Source: an optimization exercise on an open RTL-to-GDS flow (aim: small area). Production flows keep margins and buffers that such runs may drop.
The RTL was checked by simulation tests, not by an equivalence proof against the original design.
Power and IR drop assume default switching activity.

// matmul_datapath
module matmul_datapath (
  input  wire logic                                  clk,
  input  wire logic                                  clr_n,
  input  wire logic [2:0]                            a_en,
  input  wire logic [2:0]                            a_we,
  input  wire logic [5:0]                            a_addr,
  input  wire logic [47:0]                           a_din,
  input  wire logic [2:0]                            b_en,
  input  wire logic [2:0]                            b_we,
  input  wire logic [5:0]                            b_addr,
  input  wire logic [47:0]                           b_din,
  input  wire logic                                  pe_start,
  input  wire logic                                  pe_valid,  
  input  wire logic                                  pe_last,
  input  wire logic                                  capture,
  input  wire logic                                  buf_clear,
  input  wire logic                                  c_wr,
  input  wire logic [3:0]                            c_addr,
  input  wire logic [3:0]                            drain_idx,
  input  wire logic                                  rd_en,
  input  wire logic [3:0]                            rd_addr,
  output logic      [33:0]                           dout_c,
  output logic      [8:0]                            pe_done,
  output logic                                       buf_valid
);
export LEC_CHECK = 0
export CAP_MARGIN = 10
export CORE_MARGIN = 2
export CORE_UTILIZATION = 65
export SLEW_MARGIN = 10
create_clock -name core_clock -period 10.0 [get_ports {clk}]
standard.sh (not shown) runs the stock make flow with config.mk's settings and CLKGATE_MAP_FILE= SYNTH_SCRIPT=/design/flow/synth_recipe.tcl, a recipe that flattens the netlist after the stock synthesis.
==> flow/flow/run.sh <==
#!/bin/bash
# Own layout flow:
#  1. the standard synthesis (standard.sh synth);
#  2. a polarity clean-up of its netlist (flow/polarity.py): inverters and
#     buffers between cells are dissolved, three-input ANDs that share an
#     input pair with many others are split so the pair is computed once,
#     full/half adders and simple gates
#     are re-typed to read/drive complemented values so that few inverters
#     remain; registers are untouched. The result is checked equivalent to the
#     standard netlist (registers cut into ports by name, ABC cec) and used
#     only if that check passes;
#  3. the standard layout (standard.sh finish) from that netlist, with the
#     clock tree built from fewer, larger sink clusters and no dummy loads,
#     the port buffers made with the smallest buffer, and the floorplan
#     stage's pre-placement timing repair skipped (without wires it upsizes
#     adders for violations that placement does not have).
set -euo pipefail
Y=$FLOW_HOME/../tools/install/yosys/bin
export PATH=$Y:$PATH
LIB=$FLOW_HOME/platforms/$FLOW_PLATFORM/lib/sky130_fd_sc_hd__tt_025C_1v80.lib
R=orfs/results/$FLOW_PLATFORM/matmul_datapath/base

bash standard.sh synth > synth.log 2>&1

cp $R/1_2_yosys.v std_netlist.v
if python3 flow/polarity.py $LIB std_netlist.v pol_netlist.v --buffers --factor > polarity.log 2>&1 \
   && bash flow/toaig.sh $LIB std_netlist.v std.aig > aig_std.log 2>&1 \
   && bash flow/toaig.sh $LIB pol_netlist.v pol.aig > aig_pol.log 2>&1 \
   && yosys-abc -c "cec std.aig pol.aig" > cec.log 2>&1 \
   && grep -q "Networks are equivalent" cec.log; then
  echo "using the polarity-optimised netlist" | tee -a polarity.log
  cp pol_netlist.v $R/1_2_yosys.v
  rm -f $R/1_synth.odb $R/1_synth.sdc
else
  echo "polarity clean-up not used" | tee -a polarity.log
fi

CTS="-sink_clustering_enable -repair_clock_nets -dont_use_dummy_load"
CTS="$CTS -sink_clustering_size 14 -sink_clustering_max_diameter 60"
CTS="$CTS -buf_list sky130_fd_sc_hd__clkbuf_8"
bash standard.sh "CTS_ARGS=$CTS" REMOVE_ABC_BUFFERS=1 \
  "BUFFER_PORTS_ARGS=-buffer_cell sky130_fd_sc_hd__buf_1" finish > layout.log 2>&1
Other scripts of this flow, unchanged in this note and not shown: flow/flow/cutregs.py, flow/flow/polarity.py, flow/flow/toaig.sh
Next try:
--- a/flow/flow/run.sh
+++ b/flow/flow/run.sh
@@ -12,7 +12,5 @@
 #  3. the standard layout (standard.sh finish) from that netlist, with the
 #     clock tree built from fewer, larger sink clusters and no dummy loads,
-#     the port buffers made with the smallest buffer, and the floorplan
-#     stage's pre-placement timing repair skipped (without wires it upsizes
-#     adders for violations that placement does not have).
+#     and the port buffers made with the smallest buffer.
 set -euo pipefail
 Y=$FLOW_HOME/../tools/install/yosys/bin
@@ -37,6 +35,6 @@
 
 CTS="-sink_clustering_enable -repair_clock_nets -dont_use_dummy_load"
-CTS="$CTS -sink_clustering_size 14 -sink_clustering_max_diameter 60"
-CTS="$CTS -buf_list sky130_fd_sc_hd__clkbuf_8"
-bash standard.sh "CTS_ARGS=$CTS" REMOVE_ABC_BUFFERS=1 \
+CTS="$CTS -sink_clustering_size 24 -sink_clustering_max_diameter 80"
+CTS="$CTS -buf_list sky130_fd_sc_hd__clkbuf_16"
+bash standard.sh "CTS_ARGS=$CTS" \
   "BUFFER_PORTS_ARGS=-buffer_cell sky130_fd_sc_hd__buf_1" finish > layout.log 2>&1
Outcome: The changed run finished clean; maximum frequency is lower by about 0.64%; sequential cell count is unchanged; combinational power is higher by about 0.6%; total power is higher by about 2%; wire length stays flat.
Next try:
--- a/flow/flow/run.sh
+++ b/flow/flow/run.sh
@@ -12,5 +12,7 @@
 #  3. the standard layout (standard.sh finish) from that netlist, with the
 #     clock tree built from fewer, larger sink clusters and no dummy loads,
-#     and the port buffers made with the smallest buffer.
+#     the port buffers made with the smallest buffer, and the floorplan
+#     stage's pre-placement timing repair skipped (without wires it upsizes
+#     adders for violations that placement does not have).
 set -euo pipefail
 Y=$FLOW_HOME/../tools/install/yosys/bin
@@ -37,4 +39,4 @@
 CTS="$CTS -sink_clustering_size 24 -sink_clustering_max_diameter 80"
 CTS="$CTS -buf_list sky130_fd_sc_hd__clkbuf_16"
-bash standard.sh "CTS_ARGS=$CTS" \
+bash standard.sh "CTS_ARGS=$CTS" REMOVE_ABC_BUFFERS=1 \
   "BUFFER_PORTS_ARGS=-buffer_cell sky130_fd_sc_hd__buf_1" finish > layout.log 2>&1
--- a/flow/config.mk
+++ b/flow/config.mk
@@ -6,6 +6,6 @@
 export NUM_CORES = 4
 export LEC_CHECK = 0
-export CAP_MARGIN = 10
+export CAP_MARGIN = 20
 export CORE_MARGIN = 2
-export CORE_UTILIZATION = 65
-export SLEW_MARGIN = 10
+export CORE_UTILIZATION = 55
+export SLEW_MARGIN = 20
Effect: The new run ran to the end with no violations; clock skew came out lower by 6.4 ps; sequential cell count stays the same; hold slack gains 32 ps; design area went up by 0.68%; die area goes up by 18%; sequential share of layout area falls by 0.25 points; critical path depth is unchanged; first-iteration DRC count came out lower by 3.9%; routed wire length climbs by 2.9%.
Next try:
--- a/flow/flow/run.sh
+++ b/flow/flow/run.sh
@@ -12,7 +12,5 @@
 #  3. the standard layout (standard.sh finish) from that netlist, with the
 #     clock tree built from fewer, larger sink clusters and no dummy loads,
-#     the port buffers made with the smallest buffer, and the floorplan
-#     stage's pre-placement timing repair skipped (without wires it upsizes
-#     adders for violations that placement does not have).
+#     and the port buffers made with the smallest buffer.
 set -euo pipefail
 Y=$FLOW_HOME/../tools/install/yosys/bin
@@ -39,4 +37,4 @@
 CTS="$CTS -sink_clustering_size 24 -sink_clustering_max_diameter 80"
 CTS="$CTS -buf_list sky130_fd_sc_hd__clkbuf_16"
-bash standard.sh "CTS_ARGS=$CTS" REMOVE_ABC_BUFFERS=1 \
+bash standard.sh "CTS_ARGS=$CTS" \
   "BUFFER_PORTS_ARGS=-buffer_cell sky130_fd_sc_hd__buf_1" finish > layout.log 2>&1
Outcome: The new run finished with timing, DRC and antenna clean; setup slack gets better by 30 ps; cell count hardly moves; core utilization is about the same; routed wire length goes up slightly; via count hardly moves; clock power hardly moves; hold slack is better by 25 ps; combinational power decreases slightly; sequential power hardly moves; non-clock buffer count decreases by 24; total power is about the same.

Another version of the RTL of matmul_datapath (not shown whole).
==> flow/config.mk <==
export PLATFORM = sky130hd
export DESIGN_NAME = matmul_datapath
export DESIGN_NICKNAME = matmul_datapath
export VERILOG_FILES = /design/flow/design.v
export SDC_FILE = /design/flow/constraint.sdc
export NUM_CORES = 4
export LEC_CHECK = 0
export CAP_MARGIN = 20
export CORE_MARGIN = 2
export CORE_UTILIZATION = 65
export SLEW_MARGIN = 20
==> flow/constraint.sdc <==
create_clock -name core_clock -period 10.0 [get_ports {clk}]
set_input_delay 2.0000 -clock core_clock [delete_from_list [all_inputs] [get_ports {clk}]]
set_output_delay 2.0000 -clock core_clock [all_outputs]
set_load 0.01 [all_outputs]
==> flow/flow/run.sh <==
#!/bin/bash
# Own layout flow:
#  1. the standard synthesis (standard.sh synth);
#  2. a polarity clean-up of its netlist (flow/polarity.py): inverters and
#     buffers between cells are dissolved, three-input ANDs that share an
#     input pair with many others are split so the pair is computed once,
#     4:1 muxes become and-or-invert gates over shared decoded selects,
#     full/half adders and simple gates
#     are re-typed to read/drive complemented values so that few inverters
#     remain; registers are untouched. The result is checked equivalent to the
#     standard netlist (registers cut into ports by name, ABC cec) and used
#     only if that check passes;
#  3. the standard layout (standard.sh finish) from that netlist, with the
#     clock tree built from clusters of up to 14 sinks per clkbuf_8 and no
#     dummy loads,
#     and the port buffers made with the smallest buffer.
set -euo pipefail
Y=$FLOW_HOME/../tools/install/yosys/bin
export PATH=$Y:$PATH
LIB=$FLOW_HOME/platforms/$FLOW_PLATFORM/lib/sky130_fd_sc_hd__tt_025C_1v80.lib
R=orfs/results/$FLOW_PLATFORM/matmul_datapath/base

bash standard.sh synth > synth.log 2>&1

cp $R/1_2_yosys.v std_netlist.v
if python3 flow/polarity.py $LIB std_netlist.v pol_netlist.v --buffers --factor --mux4 > polarity.log 2>&1 \
   && bash flow/toaig.sh $LIB std_netlist.v std.aig > aig_std.log 2>&1 \
   && bash flow/toaig.sh $LIB pol_netlist.v pol.aig > aig_pol.log 2>&1 \
   && yosys-abc -c "cec std.aig pol.aig" > cec.log 2>&1 \
   && grep -q "Networks are equivalent" cec.log; then
  echo "using the polarity-optimised netlist" | tee -a polarity.log
  cp pol_netlist.v $R/1_2_yosys.v
  rm -f $R/1_synth.odb $R/1_synth.sdc
else
  echo "polarity clean-up not used" | tee -a polarity.log
fi

CTS="-sink_clustering_enable -repair_clock_nets -dont_use_dummy_load"
CTS="$CTS -sink_clustering_size 14 -sink_clustering_max_diameter 60"
CTS="$CTS -buf_list sky130_fd_sc_hd__clkbuf_8"
bash standard.sh "CTS_ARGS=$CTS" \
  "BUFFER_PORTS_ARGS=-buffer_cell sky130_fd_sc_hd__buf_1" finish > layout.log 2>&1
Other scripts of this flow, unchanged in this note and not shown: flow/flow/cutregs.py, flow/flow/polarity.py, flow/flow/toaig.sh
The starting point finished with timing, DRC and antenna clean.
Edit:
Settings changed: CAP_MARGIN 20 to 10, CORE_UTILIZATION 65 to 60, SLEW_MARGIN 20 to 10.
What happened: Worst hold slack got worse by 0.017 ns; core utilization drops by 5.4 points; wire length barely changes; critical path depth grows by 1; clock-buffer cell count rises by 9; via count shrinks by 2.0%; area after synthesis stays the same; worst setup slack loses 0.14 ns; synthesized cell count does not change.

-- separate check: timing with driven ports --
How much do the figures lean on ideal ports? The routed layouts below were timed once more, with nothing changed but the port constraints. Step 1: set_driving_cell puts a clkbuf_16 on clk and a buf_2 on each other input, an assumption about the parent block. Step 2 adds t to the input delays and takes it off the output delays; t is the mean of the earliest and latest rising clock arrival at the registers after step 1. Input paths then give back, and output paths get back, about the clock's delay inside the block. a / b / c = ideal / step 1 / step 2; a / b = the first two.
| run | t (ns) | setup slack, ns | worst data-port slew with drivers (ns) |
|---|---|---|---|
| the first run of note 1 | 1.005 | 0.835 / 0.892 / -0.113 | 0.10 |
| the second run of note 1 | 0.848 | 0.775 / 0.821 / -0.026 | 0.09 |
| the third run of note 1 | 0.851 | 0.757 / 0.819 / -0.032 | 0.12 |
| the fourth run of note 1 | 0.869 | 0.787 / 0.839 / -0.030 | 0.12 |
| the first run of note 2 | 1.028 | 1.072 / 1.105 / 0.077 | 0.07 |
| the second run of note 2 | 1.002 | 0.928 / 0.973 / -0.029 | 0.25 |
Met with ideal ports but missed after step 2: setup timing in 5 of these runs. For the first run of note 2, which loses most, drivers alone change the setup slack by +0.033 ns; drivers and shift together by -0.995 ns.
